Context: an optimization exercise on an open-source flow, tuned for small area, a short achievable clock period and few clock cycles. The choices shown serve that exercise and are no tape-out recipe. Function was checked by simulation only, so behaviour that the tests miss may differ from the original. No activity file was given, so power comes from the tool's default toggle rates.

--- design/flow/design.v ---
module kbest_ped_sorter #(
  parameter int PED_W = 24,
  parameter int SYM_W = 12,
  parameter int NSYM  = 4,
  parameter int K     = 16,
  parameter int CNT_W = 8
) (
  input  logic                    clk,
  input  logic                    rstn,
  input  logic                    in_valid,
  output logic                    in_ready,
  input  logic                    in_last,
  input  logic [PED_W-1:0]        in_ped,
  input  logic [NSYM*SYM_W-1:0]   in_sym,
  output logic                    out_valid,
  input  logic                    out_ready,
  output logic                    out_last,
  output logic [PED_W-1:0]        out_ped,
  output logic [NSYM*SYM_W-1:0]   out_sym,
  output logic [$clog2(K)-1:0]    out_rank,
  output logic [CNT_W-1:0]        set_count
);
  localparam int RANK_W = $clog2(K);
  localparam int TUP_W  = NSYM * SYM_W;
  logic                 s_v, s_last;
  logic [PED_W-1:0]     s_ped;
  logic [TUP_W-1:0]     s_sym;
  logic                 in_rdy_q;
  logic [K-1:0]         v, d;
  logic [RANK_W-1:0]    rk [K];
  logic [PED_W-1:0]     sp [K];
  logic [TUP_W-1:0]     ss [K];
  logic [CNT_W-1:0]     c_cnt, d_cnt;
  logic [RANK_W-1:0]    d_nm1, ld_rank;
  logic                 d_act, pend;
  logic                 o_v, o_last;
  logic [PED_W-1:0]     o_ped;
  logic [TUP_W-1:0]     o_sym;
  logic [RANK_W-1:0]    o_rank;
  logic [CNT_W-1:0]     o_cnt;
  assign in_ready  = in_rdy_q;
  assign out_valid = o_v;
  assign out_last  = o_last;
  assign out_ped   = o_ped;
  assign out_sym   = o_sym;
  assign out_rank  = o_rank;
  assign set_count = o_cnt;
  logic [K-1:0] cv, lt, le, maxoh, freeoh, tgt;
  logic         c_full, free_any, keep, adv, wr, close_now, trans;
  logic [RANK_W:0] pos;
  assign cv       = v & ~d;
  assign c_full   = |c_cnt[CNT_W-1:RANK_W];
  assign free_any = ~&v;
  assign freeoh   = ~v & (v + K'(1));
  always_comb begin
    pos = '0;
    for (int i = 0; i < K; i++) begin
      lt[i]    = cv[i] && (s_ped < sp[i]);
      le[i]    = cv[i] && !(s_ped < sp[i]);
      maxoh[i] = cv[i] && (rk[i] == RANK_W'(K-1));
      pos      = pos + (RANK_W+1)'(le[i]);
    end
  end
  assign keep      = |(lt & maxoh);
  assign adv       = s_v && !pend && (c_full || free_any);
  assign wr        = adv && (!c_full || keep);
  assign tgt       = c_full ? maxoh : freeoh;
  assign close_now = adv && s_last && !d_act;
  assign trans     = pend && !d_act;
  logic [CNT_W-1:0] c_inc;
  assign c_inc = (c_cnt == {CNT_W{1'b1}}) ? c_cnt : c_cnt + CNT_W'(1);
  logic [K-1:0]       sel;
  logic               load;
  logic [PED_W-1:0]   m_ped;
  logic [TUP_W-1:0]   m_sym;
  assign load = d_act && (!o_v || out_ready);
  always_comb begin
    m_ped = '0;
    m_sym = '0;
    for (int i = 0; i < K; i++) begin
      sel[i] = v[i] && d[i] && (rk[i] == ld_rank);
      m_ped  = m_ped | (sp[i] & {PED_W{sel[i]}});
      m_sym  = m_sym | (ss[i] & {TUP_W{sel[i]}});
    end
  end
  logic [K-1:0]     v_n;
  logic [CNT_W-1:0] c_cnt_n;
  logic             pend_n, s_v_n;
  always_comb begin
    v_n = v;
    if (load) v_n = v_n & ~sel;
    if (wr)   v_n = v_n | tgt;
  end
  always_comb begin
    c_cnt_n = c_cnt;
    pend_n  = pend;
    if (trans) begin
      c_cnt_n = '0;
      pend_n  = 1'b0;
    end else if (adv) begin
      if (close_now) c_cnt_n = '0;
      else           c_cnt_n = c_inc;
      if (s_last && d_act) pend_n = 1'b1;
    end
  end
  assign s_v_n = (s_v && !adv) || (in_valid && in_rdy_q);
  logic [CNT_W-1:0] new_cnt;
  assign new_cnt = trans ? c_cnt : c_inc;
  always_ff @(posedge clk or negedge rstn) begin
    if (!rstn) begin
      s_v      <= 1'b0;
      in_rdy_q <= 1'b1;
      v        <= '0;
      c_cnt    <= '0;
      pend     <= 1'b0;
      d_act    <= 1'b0;
      o_v      <= 1'b0;
    end else begin
      s_v      <= s_v_n;
      in_rdy_q <= !s_v_n || (!pend_n && ((|c_cnt_n[CNT_W-1:RANK_W]) || !(&v_n)));
      v        <= v_n;
      c_cnt    <= c_cnt_n;
      pend     <= pend_n;
      if (close_now || trans) d_act <= 1'b1;
      else if (load && ld_rank == d_nm1) d_act <= 1'b0;
      if (load) o_v <= 1'b1;
      else if (out_ready) o_v <= 1'b0;
    end
  end
  always_ff @(posedge clk) begin
    if (in_valid && in_rdy_q) begin
      s_ped  <= in_ped;
      s_sym  <= in_sym;
      s_last <= in_last;
    end
    for (int i = 0; i < K; i++) begin
      if (wr && tgt[i]) begin
        sp[i] <= s_ped;
        ss[i] <= s_sym;
        rk[i] <= pos[RANK_W-1:0];
      end else if (adv && lt[i]) begin
        rk[i] <= rk[i] + RANK_W'(1);
      end
      if (close_now || trans) d[i] <= 1'b1;
      else if (wr && tgt[i])  d[i] <= 1'b0;
    end
    if (close_now || trans) begin
      d_cnt   <= new_cnt;
      d_nm1   <= (|new_cnt[CNT_W-1:RANK_W]) ? RANK_W'(K-1) : RANK_W'(new_cnt - CNT_W'(1));
      ld_rank <= '0;
    end else if (load) begin
      ld_rank <= ld_rank + RANK_W'(1);
    end
    if (load) begin
      o_ped  <= m_ped;
      o_sym  <= m_sym;
      o_rank <= ld_rank;
      o_last <= (ld_rank == d_nm1);
      o_cnt  <= d_cnt;
    end
  end
endmodule
--- design/flow/run.sh ---
#!/bin/bash
# synth_recipe.tcl (not shown) runs the flow's synth.tcl, then flattens the netlist and writes it again
# the make line also repeats each setting of config.mk as NAME=value (left out here)
make -C /OpenROAD-flow-scripts/flow DESIGN_CONFIG=/design/flow/config.mk WORK_HOME=/design/flow/orfs CLKGATE_MAP_FILE= SYNTH_SCRIPT=/design/flow/synth_recipe.tcl finish
--- design/flow/config.mk ---
export PLATFORM = sky130hd
export DESIGN_NAME = kbest_ped_sorter
export DESIGN_NICKNAME = kbest_ped_sorter
export VERILOG_FILES = /design/flow/design.v
export SDC_FILE = /design/flow/constraint.sdc
export NUM_CORES = 4
export LEC_CHECK = 0
export CAP_MARGIN = 20
export CORE_MARGIN = 2
export CORE_UTILIZATION = 40
export SLEW_MARGIN = 20
--- design/flow/constraint.sdc ---
create_clock -name core_clock -period 7.0 [get_ports {clk}]
set_input_delay 1.4000 -clock core_clock [delete_from_list [all_inputs] [get_ports {clk}]]
set_output_delay 1.4000 -clock core_clock [all_outputs]
set_load 0.01 [all_outputs]
==> impl_metrics.toml <==
[outcome]
outcome = "finished clean"

[critical_path]
critPathKind = "reg2reg"
cp_num_buf_inv = 3
crit_arrival_ns = 7.34
crit_path_cell_trace = "ha_1, and4_1, o21ai_0, o221ai_1, a31oi_1, o31a_1, nand2b_1, fa_1, fa_1, fa_1, inv_1, fa_1, ha_1, inv_1, fa_1, buf_4, o21ai_0"
path_max_fanout = 14
cpPeakStageDelay_ns = 0.72
crit_family = "adder cells"
ff2ff_setup_slack_ns = 0.13
crit_top_cell = "fa_1"
endpoint_kind = "flop"
slowest_stage = "fa_1"
r2r_cells = 17
timing.rr.end = "rk[0][1]"
cp.required_ns = 7.48
r2r-start = "s_ped[5]"
cp-start-kind = "flop"

[global_route]
track_usage_pct = 24.4
overflow = 0
grt_pass1_wl_mm = 280
antenna_found_initial = 6
grt_pass1_vias = 38593
grt_max_degree = 79

[logic_synthesis]
synth_seq_cells = 1435
yosysWarnings = 4
yosys-top-cells-count = "edfxtp_1, inv_1, ha_1, a22oi_1, nand2_1"
syn_nets = 4676
synthCells = 4197
yosysUniqueCellTypes = 83
synth_most_common_cell = "edfxtp_1"
yosys-top-cells-area = "edfxtp_1, ha_1, inv_1, a22oi_1, a222oi_1"
netlist.area_leader.share_pct = 66.6
synth_edf_count = 1386
synthesis.area_um2 = 62500
synth-seq-area-share_pct = 68.4
avgSynthCellArea_um2 = 14.9
synth_ff_type = "edfxtp_1"
yosys.area.top_type = "edfxtp_1"
async_flop_share_pct = 2.02

[sta]
worst_slew_pin_slew_ns = 1.21
hold_violations = 0
slew_headroom_pct = 19.2
whs_ns = 0.418
fin_ws_ns = 0.134
finalSetupViolCount = 0
fin_crit_sh_pct = 98.1
fin_tns_setup_ns = 0
fmax_mhz = 146
timing.final.max_slew_violations = 0
rsz0062_at_grt = "false"
fin_crit_ns = 6.87
clock_skew_ns = 0.0511

[final_layout]
utilization_pct = 46.6
fin_nets = 4967
layout-drive-gt1-share_pct = 8.69
area_growth_pct = 16.2
final-instance-count-excl-fill = 6674

[route]
first_pass_iters = 7
num_vias = 39576
drt_iter0_drc = 5164
antenna_left = 0
routedWlPerCell_um = 29.4
totalWireLength_mm = 196
viasPerCell = 5.93
drc = 0

[worst_hold_path]
hold_start = "d_cnt[3]"
hold_depth = 0
hold_end = "o_cnt[3]"
hold_path.class = "reg2reg"

[placed_design]
place_ws_ns = -0.00158
place.gp.congestion = 0.949
dp_hpwl_mm = 116
port_buffers = 163
placed_cells = 6391

[clocking]
cts_made_buffers = 152
root_buffer = "clkbuf_16"
cts_tree = "yes"
clock_latency_ns = 0.80
cts_htree_levels = 4
cts_sinks = 1435
clockBufferDepth = 3
postCtsHoldBufs = 0
clkTransAtPathRegs_ns = 0.06

[floorplanning]
rows = 145
die_area_um2 = 159000
die_w_um = 399
io_pins = 164
die_y_um = 399
core-area_um2 = 156000
initial_utilization_pct = 40.1

[power_and_ir_drop]
leakage_nw = 25.8
vdd_drop_max_v = 0.000233
pwr_density_cell_nw_per_um2 = 317

[flow_run]
maxCapViolCount = 0
## logic make-up after synthesis
kind of cell    synth area share [%]
mux                            0.930
buf+inv                         3.59
compound gates                  11.4
fa+ha+maj                       8.17
flops                           68.4
xor+xnor                        1.39
simple gates                    6.08
## sequential cells by signal, summed over array words and instances (netlist names), 4 cells and up
signal,count
c_cnt,8
d,16
d_cnt,8
d_nm1,4
ld_rank,4
o_cnt,8
o_ped,24
o_rank,4
o_sym,48
rk,64
s_ped,24
s_sym,48
sp,384
ss,768
v,16
## metrics by stage
stage          instance area [um^2]  power, mW
2_1_floorplan                 62500       12.9
3_3_place_gp                  67400       14.9
3_5_place_dp                  67400       15.0
4_1_cts                       72500       23.1
5_1_grt                       72500       23.9
6_report                      72500       23.0
## layout by cell type (no fill, tap or decap), drive strengths merged, types with 13 or more instances in the layout
cell type	Yosys	layout
a221oi	78	78
buf	22	116
a21oi	145	145
nor3	49	49
a21o	38	38
bufinv	0	15
xor2	48	48
a22oi	219	219
xnor2	51	51
dfrtp	28	28
and4	74	74
nand3	146	146
a211oi	26	26
a222oi	150	150
o21ai	92	92
nand2b	31	31
a22o	69	69
nand2	162	162
edfxtp	1386	1386
clkbuf	121	183
inv	440	443
nor4	17	17
clkinv	1	73
mux2i	58	58
ha	392	392
nand4	59	59
a31oi	14	14
nor2	95	95
dfxtp	20	20
clkdlybuf4s50	0	163
and3	13	13
nor2b	22	22
## power breakdown
group / internal (mW) / switching [mW] / leakage [nW]
sequential: 10.3 / 0.499 / 13.1
clock: 4.66 / 3.52 / 2.45
combinational: 1.45 / 2.60 / 10.3
## per-layer routing
metal	global-route usage [%]	wire (um)
met1	34.8	84000
met2	38.5	90000
met3	4.59	17400
met4	6.56	4880
met5	0	33
## worst reg2reg max path, cell delays in order, from the launching register on
cell	delay, ns
edfxtp_1	0.64
ha_1	0.42
and4_1	0.17
o21ai_0	0.08
o221ai_1	0.63
a31oi_1	0.46
o31a_1	0.39
nand2b_1	0.20
fa_1	0.60
fa_1	0.47
fa_1	0.55
inv_1	0.06
fa_1	0.54
ha_1	0.17
inv_1	0.06
fa_1	0.72
buf_4	0.30
o21ai_0	0.12
## layout make-up
type / instances / area, um^2
antenna: 1 / 2.50
timing repair buffer: 280 / 2840
sequential: 1435 / 42700
clock inverter: 99 / 1150
fill: 13608 / 83100
multi-input combinational: 2178 / 17600
clock buffer: 182 / 3960
inverter: 441 / 1670
tap: 2058 / 2570
## worst max-delay path by stage
stage	startpoint	cells after the start	slack, ns	end
floorplan	s_ped[15]	13	0.23	rk[14][0]
global placement	s_ped[2]	18	0.1	rk[8][1]
detailed placement	s_ped[2]	18	-0.002	rk[0][1]
CTS	s_ped[2]	17	0.07	rk[0][1]
global route	s_ped[18]	20	0.03	rk[0][1]
finish	s_ped[5]	17	0.13	rk[0][1]
## timing repair
item / in CTS / in global routing
hold endpoints to repair: 0 / 0
buffers inserted: 0 / 1
gates cloned: 0 / 0
setup endpoints to repair: 10 / 12
gates resized for setup: 1 / 1
Testbench counts, summed over its fixed seeds: cycles 8,008.

static timing again, ports no longer ideal:
The flow's constraints put no driver on any port. The routed layout listed below was extracted and timed again, unchanged, in two steps.
Step 1, drivers: a clkbuf_16 drives clk and a buf_2 each remaining input, both assumed.
Step 2 also shifts input and output timing later by t, the mid clock arrival at the registers, as if the neighbouring blocks saw the same clock.
Three values: no drivers, after step 1, after step 2; two values: the first two.
shift t [ns]: 0.857
setup WS [ns]: 0.134 / 0.134 / 0.134
worst slew at a driven data input, ns: 0.09
After both steps this run still meets setup and hold. For this run, drivers alone change the setup slack by 0.000 ns; drivers and shift together by 0.000 ns.
